Background: an optimization exercise with open tools, aiming at small area. Do not read the settings as production practice. Only simulation tests tie the RTL to the original design; equivalence was not proved. No driver is modelled on the clock port, so clock power and skew are understated where the tree is cut down; a real chip needs a root buffer or a tree. Power and IR drop assume default switching activity.

== job 101 ==
## cl_shell_top
module cl_shell_top
(
   input  logic                   clk_main_a0,
   input  logic                   sync_rst_n,        
   output logic                   ddr_rst_n,         
   output logic                   core_rst_n,        
   input  logic                   flr_assert,
   output logic                   flr_done,
   input  logic [NUM_STAT_CH-1:0] ctrl_ready,        
   input  logic                   ddr_c_ready,       
   output logic [NUM_DDR-1:0]     ddr_ready,
   input  logic [NUM_STAT_CH*STAT_REQ_W-1:0] stat_req_in,
   output logic [NUM_STAT_CH*STAT_REQ_W-1:0] stat_req_out,
   input  logic [NUM_STAT_CH*STAT_RSP_W-1:0] stat_rsp_in,
   output logic [NUM_STAT_CH*STAT_RSP_W-1:0] stat_rsp_out,
   input  logic [HOST_ID_W-1:0]   host_awid,
   input  logic [HOST_ID_W-1:0]   host_arid,
   output logic [HOST_ID_W-1:0]   host_bid,
   output logic [HOST_ID_W-1:0]   host_rid,
   output logic [CORE_ID_W-1:0]   core_awid,
   output logic [CORE_ID_W-1:0]   core_arid,
   input  logic [CORE_ID_W-1:0]   core_bid,
   input  logic [CORE_ID_W-1:0]   core_rid
);
For scale: ~2,000 flip-flops, roughly 42,000 um^2 of cells after synthesis.
==> flow/config.mk <==
export PLATFORM = sky130hd
export DESIGN_NAME = cl_shell_top
export DESIGN_NICKNAME = cl_shell_top
export VERILOG_FILES = /design/flow/design.v
export SDC_FILE = /design/flow/constraint.sdc
export NUM_CORES = 4
export LEC_CHECK = 0
export CAP_MARGIN = 20
export CORE_MARGIN = 2
export CORE_UTILIZATION = 70
export PLACE_DENSITY = 0.85
export SLEW_MARGIN = 20
==> flow/constraint.sdc <==
create_clock -name core_clock -period 5.0 [get_ports {clk_main_a0}]
set_input_delay 1.0000 -clock core_clock [delete_from_list [all_inputs] [get_ports {clk_main_a0}]]
set_output_delay 1.0000 -clock core_clock [all_outputs]
set_load 0.01 [all_outputs]
standard.sh (not shown) runs the stock make flow with config.mk's settings and CLKGATE_MAP_FILE= SYNTH_SCRIPT=/design/flow/synth_recipe.tcl, a recipe that flattens the netlist after the stock synthesis.
==> flow/flow/run.sh <==
#!/bin/bash
# Standard ORFS layout with a smaller port buffer and a leaner clock tree:
# TritonCTS builds the tree without dummy loads, then flow/post_cts_inv.tcl
# turns the root and leaf clock buffers into inverters sized to a clock-pin
# slew target. make's full output goes to make.log; each ORFS step logs
# under orfs/logs.
set -o pipefail
W=$(pwd)
bash standard.sh LEAF_SLEW_TARGET=0.120 POST_CTS_TCL="$W/flow/post_cts_inv.tcl" BUFFER_PORTS_ARGS='-buffer_cell sky130_fd_sc_hd__buf_1' CTS_ARGS='-sink_clustering_enable -repair_clock_nets -dont_use_dummy_load -buf_list {sky130_fd_sc_hd__clkbuf_8} -sink_clustering_size 22 -sink_clustering_max_diameter 60' finish > make.log 2>&1
==> flow/flow/post_cts_inv.tcl <==
set inv_sizes {sky130_fd_sc_hd__inv_4 sky130_fd_sc_hd__inv_6 sky130_fd_sc_hd__inv_8 sky130_fd_sc_hd__inv_12 sky130_fd_sc_hd__inv_16}
set root_inv sky130_fd_sc_hd__inv_16
set leaf_target $::env(LEAF_SLEW_TARGET)
set db [ord::get_db]
set block [ord::get_db_block]

# Replace buffer inst (A -> X) by an inverter (A -> Y) of master in place.
proc buf_to_inv { inst master_name } {
  global db block
  set name [$inst getName]
  set a [[$inst findITerm A] getNet]
  set x [[$inst findITerm X] getNet]
  set loc [$inst getLocation]
  set orient [$inst getOrient]
  odb::dbInst_destroy $inst
  set new [odb::dbInst_create $block [$db findMaster $master_name] $name]
  [$new findITerm A] connect $a
  [$new findITerm Y] connect $x
  $new setOrient $orient
  $new setLocation [lindex $loc 0] [lindex $loc 1]
  $new setPlacementStatus PLACED
  return $new
}

proc net_driver_inst { net_name } {
  global block
  set net [$block findNet $net_name]
  foreach it [$net getITerms] {
    if {[$it isOutputSignal]} { return [$it getInst] }
  }
  return ""
}

proc leaf_worst_slew { net_name } {
  set w 0.0
  foreach pin [get_pins -of_objects [get_nets $net_name] -filter "direction==input"] {
    foreach e {rise fall} {
      set s [get_property $pin slew_max_$e]
      if {$s > $w} { set w $s }
    }
  }
  return $w
}

# Every flip-flop must hang off a leaf net, and every leaf net off the root
# through the same number of buffers, or the parity argument above fails.
set clk_port_net [$block findNet clk_main_a0]
set root [net_driver_inst clknet_0_clk_main_a0]
set ok 1
foreach it [$clk_port_net getITerms] {
  if {[$it getInst] ne $root} { set ok 0 }
}
foreach inst [$block getInsts] {
  set ck [$inst findITerm CLK]
  if {$ck eq "NULL" || $ck eq ""} continue
  set n [$ck getNet]
  if {$n eq "NULL" || ![string match clknet_leaf_* [$n getName]]} { set ok 0 }
}
if {!$ok} {
  puts "CLKINV clock tree shape not as expected; leaving it as built"
} else {
  buf_to_inv $root $root_inv
  set leaves {}
  foreach net [$block getNets] {
    if {[string match clknet_leaf_* [$net getName]]} { lappend leaves [$net getName] }
  }
  estimate_parasitics -placement
  foreach n $leaves {
    set inst [buf_to_inv [net_driver_inst $n] [lindex $inv_sizes 0]]
    set sta_inst [get_cells [$inst getName]]
    set chosen ""
    foreach size $inv_sizes {
      replace_cell $sta_inst $size
      set w [leaf_worst_slew $n]
      if {$w < $leaf_target} { set chosen $size; break }
    }
    puts "CLKINV $n $size [format %.4f $w]"
  }
  detailed_placement
  check_placement -verbose
  estimate_parasitics -placement
  report_clock_skew
  report_check_types -max_slew -max_capacitance -violators
}
Job 101: aborted in clock tree synthesis (tool error)
For job 102, these inputs were changed with respect to job 101:
==> flow/flow/run.sh <==
#!/bin/bash
# Standard ORFS layout with a smaller port buffer and a leaner clock tree:
# TritonCTS builds the tree without dummy loads, then flow/post_cts_inv.tcl
# turns the root and leaf clock buffers into inverters sized to a clock-pin
# slew target. make's full output goes to make.log; each ORFS step logs
# under orfs/logs.
set -o pipefail
W=$(pwd)
bash standard.sh LEAF_SLEW_TARGET=0.118 POST_CTS_TCL="$W/flow/post_cts_inv.tcl" BUFFER_PORTS_ARGS='-buffer_cell sky130_fd_sc_hd__buf_1' CTS_ARGS='-sink_clustering_enable -repair_clock_nets -dont_use_dummy_load -buf_list {sky130_fd_sc_hd__buf_4} -sink_clustering_size 14 -sink_clustering_max_diameter 45' finish > make.log 2>&1
-- flow/flow/post_cts_inv.tcl --
<<< job 101, line 2
set root_inv sky130_fd_sc_hd__inv_16
set leaf_target $::env(LEAF_SLEW_TARGET)
set db [ord::get_db]
set block [ord::get_db_block]

# Replace buffer inst (A -> X) by an inverter (A -> Y) of master in place.
proc buf_to_inv { inst master_name } {
  global db block
  set name [$inst getName]
  set a [[$inst findITerm A] getNet]
>>> job 102, line 2
set root_inv sky130_fd_sc_hd__inv_16
set leaf_target $::env(LEAF_SLEW_TARGET)
set ::clkinv_db [ord::get_db]
set ::clkinv_block [ord::get_db_block]
set block $::clkinv_block

# Replace buffer inst (A -> X) by an inverter (A -> Y) of master in place.
proc buf_to_inv { inst master_name } {
  set db $::clkinv_db
  set block $::clkinv_block
  set name [$inst getName]
  set a [[$inst findITerm A] getNet]
<<< job 101, line 24

proc net_driver_inst { net_name } {
  global block
  set net [$block findNet $net_name]
  foreach it [$net getITerms] {
>>> job 102, line 26

proc net_driver_inst { net_name } {
  set block $::clkinv_block
  set net [$block findNet $net_name]
  foreach it [$net getITerms] {
<<< job 101, line 65
    if {[string match clknet_leaf_* [$net getName]]} { lappend leaves [$net getName] }
  }
  estimate_parasitics -placement
  foreach n $leaves {
    set inst [buf_to_inv [net_driver_inst $n] [lindex $inv_sizes 0]]
    set sta_inst [get_cells [$inst getName]]
    set chosen ""
    foreach size $inv_sizes {
      replace_cell $sta_inst $size
      set w [leaf_worst_slew $n]
      if {$w < $leaf_target} { set chosen $size; break }
    }
    puts "CLKINV $n $size [format %.4f $w]"
>>> job 102, line 67
    if {[string match clknet_leaf_* [$net getName]]} { lappend leaves [$net getName] }
  }
  foreach n $leaves {
    buf_to_inv [net_driver_inst $n] [lindex $inv_sizes 0]
  }
  foreach n $leaves {
    set sta_inst [get_cells [[net_driver_inst $n] getName]]
    foreach size $inv_sizes {
      replace_cell $sta_inst $size
      estimate_parasitics -placement
      set w [leaf_worst_slew $n]
      if {$w < $leaf_target} { break }
    }
    puts "CLKINV $n $size [format %.4f $w]"
- Per the comparison of job 102 with job 101, global placement routability congestion saw little to no change; synthesized-area fraction occupied by ao, oa, aoi and oai cells has remained practically unchanged; sum of net half-perimeters after detailed placement was more or less identical; synthesized area level; total of buffers placed on input and output ports neither gained nor lost much.
- Per the comparison of job 102 with job 101, flop and latch count out of synthesis barely changed; instance area after placement barely changed; total clock sinks barely changed; number of standard-cell rows in the floorplan barely changed; number of synthesized flops with an enable pin barely changed.
- Having completed the whole flow, job 102 delivered a layout that passed the timing, DRC and antenna checks.
#### Input delta (job 103 over job 102)
==> flow/flow/run.sh <==
#!/bin/bash
# Standard ORFS layout with a smaller port buffer and a leaner clock tree:
# TritonCTS builds the tree without dummy loads, then flow/post_cts_inv.tcl
# turns the root and leaf clock buffers into inverters sized to a clock-pin
# slew target. make's full output goes to make.log; each ORFS step logs
# under orfs/logs.
set -o pipefail
W=$(pwd)
bash standard.sh LEAF_SLEW_TARGET=0.120 POST_CTS_TCL="$W/flow/post_cts_inv.tcl" BUFFER_PORTS_ARGS='-buffer_cell sky130_fd_sc_hd__buf_1' CTS_ARGS='-sink_clustering_enable -repair_clock_nets -dont_use_dummy_load -buf_list {sky130_fd_sc_hd__buf_4} -sink_clustering_size 14 -sink_clustering_max_diameter 45' finish > make.log 2>&1
-- flow/flow/post_cts_inv.tcl --
<<< job 102, line 67
    if {[string match clknet_leaf_* [$net getName]]} { lappend leaves [$net getName] }
  }
  foreach n $leaves {
    buf_to_inv [net_driver_inst $n] [lindex $inv_sizes 0]
  }
  foreach n $leaves {
    set sta_inst [get_cells [[net_driver_inst $n] getName]]
    foreach size $inv_sizes {
      replace_cell $sta_inst $size
      estimate_parasitics -placement
      set w [leaf_worst_slew $n]
      if {$w < $leaf_target} { break }
    }
    puts "CLKINV $n $size [format %.4f $w]"
>>> job 103, line 67
    if {[string match clknet_leaf_* [$net getName]]} { lappend leaves [$net getName] }
  }
  estimate_parasitics -placement
  foreach n $leaves {
    set inst [buf_to_inv [net_driver_inst $n] [lindex $inv_sizes 0]]
    set sta_inst [get_cells [$inst getName]]
    set chosen ""
    foreach size $inv_sizes {
      replace_cell $sta_inst $size
      set w [leaf_worst_slew $n]
      if {$w < $leaf_target} { set chosen $size; break }
    }
    puts "CLKINV $n $size [format %.4f $w]"
[summary]
- Job 103 against job 102: via count ~0 delta, final hold slack roughly the same, final core area utilization now sits lower, number of antenna violations at the first check in global routing level, met3 wire length went up.
- | power | lower: job 103 |
The clock cells of job 102 and job 103 come from the design's own scripts or RTL, not from TritonCTS.

* * *

Setup of build 66:
The RTL this note starts from:
==> flow/design.v <==
package shell_glue_pkg;
   localparam int NUM_DDR   = 4;       
   localparam int DDR_A_BIT = 0;
   localparam int DDR_B_BIT = 1;
   localparam int DDR_C_BIT = 2;       
   localparam int DDR_D_BIT = 3;
   localparam int NUM_STAT_CH      = 3;
   localparam int STAT_PIPE_STAGES = 8;    
   localparam int RST_PIPE_STAGES  = 4;    
   localparam int STAT_ADDR_W = 8;
   localparam int STAT_DATA_W = 32;
   localparam int STAT_INT_W  = 8;
   localparam int HOST_ID_W = 6;
   localparam int CORE_ID_W = 16;
   localparam int ID_PAD_W  = CORE_ID_W - HOST_ID_W;    
   typedef struct packed {
      logic                   wr;       
      logic                   rd;       
      logic [STAT_ADDR_W-1:0] addr;     
      logic [STAT_DATA_W-1:0] wdata;    
   } stat_req_t;
   typedef struct packed {
      logic                   ack;      
      logic [STAT_INT_W-1:0]  intr;     
      logic [STAT_DATA_W-1:0] rdata;    
   } stat_rsp_t;
   localparam int STAT_REQ_W = 2 + STAT_ADDR_W + STAT_DATA_W;
   localparam int STAT_RSP_W = 1 + STAT_INT_W + STAT_DATA_W;
endpackage
`timescale 1ns/1ps
import shell_glue_pkg::*;
module lib_pipe
#(
   parameter int WIDTH  = 1,                  
   parameter int STAGES = RST_PIPE_STAGES     
)
(
   input  logic             clk_main_a0,
   input  logic [WIDTH-1:0] in_bus,
   output logic [WIDTH-1:0] out_bus
);
   logic [WIDTH-1:0] pipe_q [STAGES];    
   always_ff @(posedge clk_main_a0)
   begin
      pipe_q[0] <= in_bus;
      for (int i = 1; i < STAGES; i++)
      begin
         pipe_q[i] <= pipe_q[i-1];     
      end
   end
   assign out_bus = pipe_q[STAGES-1];
endmodule
`timescale 1ns/1ps
import shell_glue_pkg::*;
module rst_sync_tree
(
   input  logic clk_main_a0,
   input  logic sync_rst_n,      
   output logic local_rst_n,     
   output logic ddr_rst_n,       
   output logic core_rst_n,      
   output logic stat_ok          
);
   logic pre_sync_rst_n;         
   always_ff @(posedge clk_main_a0 or negedge sync_rst_n)
   begin
      if (!sync_rst_n)
      begin
         pre_sync_rst_n <= 1'b0;
         local_rst_n    <= 1'b0;
      end
      else
      begin
         pre_sync_rst_n <= 1'b1;
         local_rst_n    <= pre_sync_rst_n;
      end
   end
   logic [1:0] jc_q;             
   logic       ddr_q;            
   logic       stat_q;           
   logic       wrap;             
   assign wrap = jc_q[1] & ~jc_q[0];
   always_ff @(posedge clk_main_a0 or negedge local_rst_n)
   begin
      if (!local_rst_n)
      begin
         jc_q   <= 2'b00;
         ddr_q  <= 1'b0;
         stat_q <= 1'b0;
      end
      else
      begin
         jc_q   <= {jc_q[0], ~jc_q[1]};
         ddr_q  <= ddr_q | wrap;
         stat_q <= stat_q | (ddr_q & wrap);
      end
   end
   assign ddr_rst_n  = ddr_q;
   assign core_rst_n = ddr_q;
   assign stat_ok    = stat_q;
endmodule
`timescale 1ns/1ps
import shell_glue_pkg::*;
module flr_ready_monitor
(
   input  logic                   clk_main_a0,
   input  logic                   local_rst_n,
   input  logic                   flr_assert,      
   output logic                   flr_done,        
   input  logic [NUM_STAT_CH-1:0] ctrl_ready,      
   input  logic                   ddr_c_ready,     
   output logic [NUM_DDR-1:0]     ddr_ready
);
   logic flr_assert_q;       
   logic ddr_c_ready_q;      
   always_ff @(posedge clk_main_a0 or negedge local_rst_n)
   begin
      if (!local_rst_n)
      begin
         flr_assert_q <= 1'b0;
         flr_done     <= 1'b0;
      end
      else
      begin
         flr_assert_q <= flr_assert;
         flr_done     <= flr_assert_q && !flr_done;
      end
   end
   always_ff @(posedge clk_main_a0 or negedge local_rst_n)
   begin
      if (!local_rst_n)
         ddr_c_ready_q <= 1'b0;
      else
         ddr_c_ready_q <= ddr_c_ready;     
   end
   assign ddr_ready[DDR_A_BIT] = ctrl_ready[0];
   assign ddr_ready[DDR_B_BIT] = ctrl_ready[1];
   assign ddr_ready[DDR_C_BIT] = ddr_c_ready_q;
   assign ddr_ready[DDR_D_BIT] = ctrl_ready[2];
endmodule
`timescale 1ns/1ps
import shell_glue_pkg::*;
module ddr_stat_bridge
(
   input  logic      clk_main_a0,
   input  logic      stat_ok,
   input  logic [NUM_STAT_CH*STAT_REQ_W-1:0] stat_req_in,
   output logic [NUM_STAT_CH*STAT_REQ_W-1:0] stat_req_out,
   input  logic [NUM_STAT_CH*STAT_RSP_W-1:0] stat_rsp_in,
   output logic [NUM_STAT_CH*STAT_RSP_W-1:0] stat_rsp_out
);
   localparam int REQ_W = STAT_REQ_W;    
   localparam int RSP_W = STAT_RSP_W;    
   localparam int REQ_PAY_W = STAT_ADDR_W + STAT_DATA_W;    
   localparam int RSP_PAY_W = STAT_DATA_W;                  
   for (genvar ch = 0; ch < NUM_STAT_CH; ch++)
   begin : g_stat_ch
      logic [REQ_W-1:0] req_flat;        
      logic [RSP_W-1:0] rsp_flat;        
      lib_pipe #(
         .WIDTH  (REQ_W),
         .STAGES (STAT_PIPE_STAGES)
      ) req_pipe (
         .clk_main_a0 (clk_main_a0),
         .in_bus      (stat_req_in[ch*REQ_W +: REQ_W]),
         .out_bus     (req_flat)
      );
      lib_pipe #(
         .WIDTH  (RSP_W),
         .STAGES (STAT_PIPE_STAGES)
      ) rsp_pipe (
         .clk_main_a0 (clk_main_a0),
         .in_bus      (stat_rsp_in[ch*RSP_W +: RSP_W]),
         .out_bus     (rsp_flat)
      );
      assign stat_req_out[ch*REQ_W + REQ_PAY_W +: 2] =
         req_flat[REQ_PAY_W +: 2] & {2{stat_ok}};
      assign stat_req_out[ch*REQ_W +: REQ_PAY_W] = req_flat[REQ_PAY_W-1:0];
      assign stat_rsp_out[ch*RSP_W + RSP_PAY_W +: RSP_W-RSP_PAY_W] =
         rsp_flat[RSP_PAY_W +: RSP_W-RSP_PAY_W] & {(RSP_W-RSP_PAY_W){stat_ok}};
      assign stat_rsp_out[ch*RSP_W +: RSP_PAY_W] = rsp_flat[RSP_PAY_W-1:0];
   end
endmodule
`timescale 1ns/1ps
import shell_glue_pkg::*;
module cl_shell_top
(
   input  logic                   clk_main_a0,
   input  logic                   sync_rst_n,        
   output logic                   ddr_rst_n,         
   output logic                   core_rst_n,        
   input  logic                   flr_assert,
   output logic                   flr_done,
   input  logic [NUM_STAT_CH-1:0] ctrl_ready,        
   input  logic                   ddr_c_ready,       
   output logic [NUM_DDR-1:0]     ddr_ready,
   input  logic [NUM_STAT_CH*STAT_REQ_W-1:0] stat_req_in,
   output logic [NUM_STAT_CH*STAT_REQ_W-1:0] stat_req_out,
   input  logic [NUM_STAT_CH*STAT_RSP_W-1:0] stat_rsp_in,
   output logic [NUM_STAT_CH*STAT_RSP_W-1:0] stat_rsp_out,
   input  logic [HOST_ID_W-1:0]   host_awid,
   input  logic [HOST_ID_W-1:0]   host_arid,
   output logic [HOST_ID_W-1:0]   host_bid,
   output logic [HOST_ID_W-1:0]   host_rid,
   output logic [CORE_ID_W-1:0]   core_awid,
   output logic [CORE_ID_W-1:0]   core_arid,
   input  logic [CORE_ID_W-1:0]   core_bid,
   input  logic [CORE_ID_W-1:0]   core_rid
);
   logic local_rst_n;      
   logic stat_ok;          
   rst_sync_tree rst_tree (
      .clk_main_a0 (clk_main_a0),
      .sync_rst_n  (sync_rst_n),
      .local_rst_n (local_rst_n),
      .ddr_rst_n   (ddr_rst_n),
      .core_rst_n  (core_rst_n),
      .stat_ok     (stat_ok)
   );
   flr_ready_monitor status_mon (
      .clk_main_a0 (clk_main_a0),
      .local_rst_n (local_rst_n),
      .flr_assert  (flr_assert),
      .flr_done    (flr_done),
      .ctrl_ready  (ctrl_ready),
      .ddr_c_ready (ddr_c_ready),
      .ddr_ready   (ddr_ready)
   );
   ddr_stat_bridge stat_bridge (
      .clk_main_a0  (clk_main_a0),
      .stat_ok      (stat_ok),
      .stat_req_in  (stat_req_in),
      .stat_req_out (stat_req_out),
      .stat_rsp_in  (stat_rsp_in),
      .stat_rsp_out (stat_rsp_out)
   );
   assign core_awid = {{ID_PAD_W{1'b0}}, host_awid};
   assign core_arid = {{ID_PAD_W{1'b0}}, host_arid};
   assign host_bid  = core_bid[HOST_ID_W-1:0];
   assign host_rid  = core_rid[HOST_ID_W-1:0];
endmodule
Settings: LEC_CHECK=0, CAP_MARGIN=20, CORE_MARGIN=2, CORE_UTILIZATION=60, SLEW_MARGIN=20; clock period 5.0 ns.
==> flow/flow/run.sh <==
#!/bin/bash
# Standard ORFS layout with a smaller port buffer and a leaner clock tree.
# make's full output goes to make.log; each ORFS step logs under orfs/logs.
set -o pipefail
bash standard.sh BUFFER_PORTS_ARGS='-buffer_cell sky130_fd_sc_hd__buf_1' RECOVER_POWER=100 CTS_ARGS='-sink_clustering_enable -repair_clock_nets -dont_use_dummy_load -buf_list {sky130_fd_sc_hd__clkbuf_8} -sink_clustering_size 20 -sink_clustering_max_diameter 60' finish > make.log 2>&1
[inputs] build 40 vs build 66
Settings: putting PLACE_DENSITY at 0.85 where nothing was set; swapping 60 for 70 in CORE_UTILIZATION.
==> flow/flow/run.sh <==
#!/bin/bash
# Standard ORFS layout with a smaller port buffer and a leaner clock tree:
# TritonCTS builds the tree from clkbuf_8 without dummy loads, then
# flow/post_cts.tcl sizes each leaf buffer to the smallest clkbuf that meets
# a clock-pin slew target. make's full output goes to make.log; each ORFS
# step logs under orfs/logs.
set -o pipefail
W=$(pwd)
bash standard.sh LEAF_SLEW_TARGET=0.118 POST_CTS_TCL="$W/flow/post_cts.tcl" BUFFER_PORTS_ARGS='-buffer_cell sky130_fd_sc_hd__buf_1' CTS_ARGS='-sink_clustering_enable -repair_clock_nets -dont_use_dummy_load -buf_list {sky130_fd_sc_hd__clkbuf_8} -sink_clustering_size 28 -sink_clustering_max_diameter 70' finish > make.log 2>&1
==> flow/flow/post_cts.tcl (new file) <==
set leaf_sizes {sky130_fd_sc_hd__clkbuf_4 sky130_fd_sc_hd__clkbuf_8 sky130_fd_sc_hd__clkbuf_16}
set leaf_target $::env(LEAF_SLEW_TARGET)
estimate_parasitics -placement
proc leaf_worst_slew { net } {
  set w 0.0
  foreach pin [get_pins -of_objects $net -filter "direction==input"] {
    foreach e {rise fall} {
      set s [get_property $pin slew_max_$e]
      if {$s > $w} { set w $s }
    }
  }
  return $w
}
set n_changed 0
foreach net [get_nets clknet_leaf_*] {
  set drv [lindex [get_pins -of_objects $net -filter "direction==output"] 0]
  set inst [get_cells -of_objects $drv]
  set old [get_property $inst ref_name]
  set chosen ""
  foreach size $leaf_sizes {
    replace_cell $inst $size
    set w [leaf_worst_slew $net]
    if {$w < $leaf_target} { set chosen $size; break }
  }
  if {$chosen eq ""} { set chosen [lindex $leaf_sizes end] }
  if {$chosen ne $old} { incr n_changed }
  puts "LEAF [get_full_name $inst] $old -> $chosen [format %.4f $w]"
}
puts "LEAF resized $n_changed leaf buffers"
detailed_placement
check_placement -verbose
estimate_parasitics -placement
[summary]
Build 40 | status: complete | timing, DRC, antenna: pass
Count of clock-buffer cells in the layout of build 40 falls short of that of build 66 by more than a quarter.
Build 40 vs build 66 — post-detailed-routing wire length climbed by more than a quarter
[build 40 vs build 66] leakage power figure: higher in build 40
Summary of build 40 over build 66: data arrival time at the worst-slack endpoint now sits higher; per-cell routed wire length now sits higher; maximum frequency now sits lower; part of the cycle the worst path needs now sits higher; power density relative to cell area now sits higher.
| setup slack | build 40 vs build 66 | 0.063 ns lower |
Core utilization of the finished layout | build 40 above build 66
Slew of the pin with the lowest slew margin, build 66 and build 40: lower on build 66
> inputs changed (build 40 -> build 57)
Settings: CORE_UTILIZATION now 65, was 70; PLACE_DENSITY now 0.8, was 0.85.
==> flow/flow/run.sh <==
#!/bin/bash
# Standard ORFS layout with a smaller port buffer and a leaner clock tree.
# make's full output goes to make.log; each ORFS step logs under orfs/logs.
set -o pipefail
bash standard.sh BUFFER_PORTS_ARGS='-buffer_cell sky130_fd_sc_hd__buf_1' CTS_ARGS='-sink_clustering_enable -repair_clock_nets -dont_use_dummy_load -buf_list {sky130_fd_sc_hd__clkbuf_8} -sink_clustering_size 22 -sink_clustering_max_diameter 50' finish > make.log 2>&1
removed: flow/flow/post_cts.tcl
Findings:
Per the final summary, build 57 finished and its layout is clean on timing, DRC and antenna.
Summary of build 57 over build 40: met2 global-route usage now smaller; register share of the cell area now larger; internal power consumption now smaller; utilization of the core after routing now smaller.
Biggest cell delay along the critical path, build 40 and build 57: smaller value in build 57

## re-timing with driven ports
In the flow no input, the clock included, has a driving cell. The finished layouts below were timed again as built, in two steps.
Step 1 assumes that a clkbuf_16 drives the clock port and a buf_2 every other input.
Step 2 times the ports against the registers' clock, not the clock port: input delays grow and output delays shrink by t, the midpoint of the rising clock arrivals with the driver on.
Three values: no drivers, after step 1, after step 2; two values: the first two.
| run | t (ns) | slack for setup (ns) | hold WS [ns] | pins driven straight from the clock port |
|---|---|---|---|---|
| job 102 | 0.531 | 2.254 / 2.164 / 2.695 | 0.108 / 0.108 / 0.108 | 1 |
| job 103 | 0.507 | 2.246 / 2.155 / 2.663 | 0.109 / 0.109 / 0.109 | 1 |
| build 66 | 0.746 | 1.917 / 1.860 / 2.606 | 0.115 / 0.115 / 0.115 | 1 |
| build 40 | 0.784 | 1.854 / 1.793 / 2.577 | 0.057 / 0.023 / 0.106 | 1 |
| build 57 | 0.748 | 2.010 / 1.950 / 2.698 | 0.124 / 0.124 / 0.124 | 1 |
After both steps setup and hold are still met in every run listed.
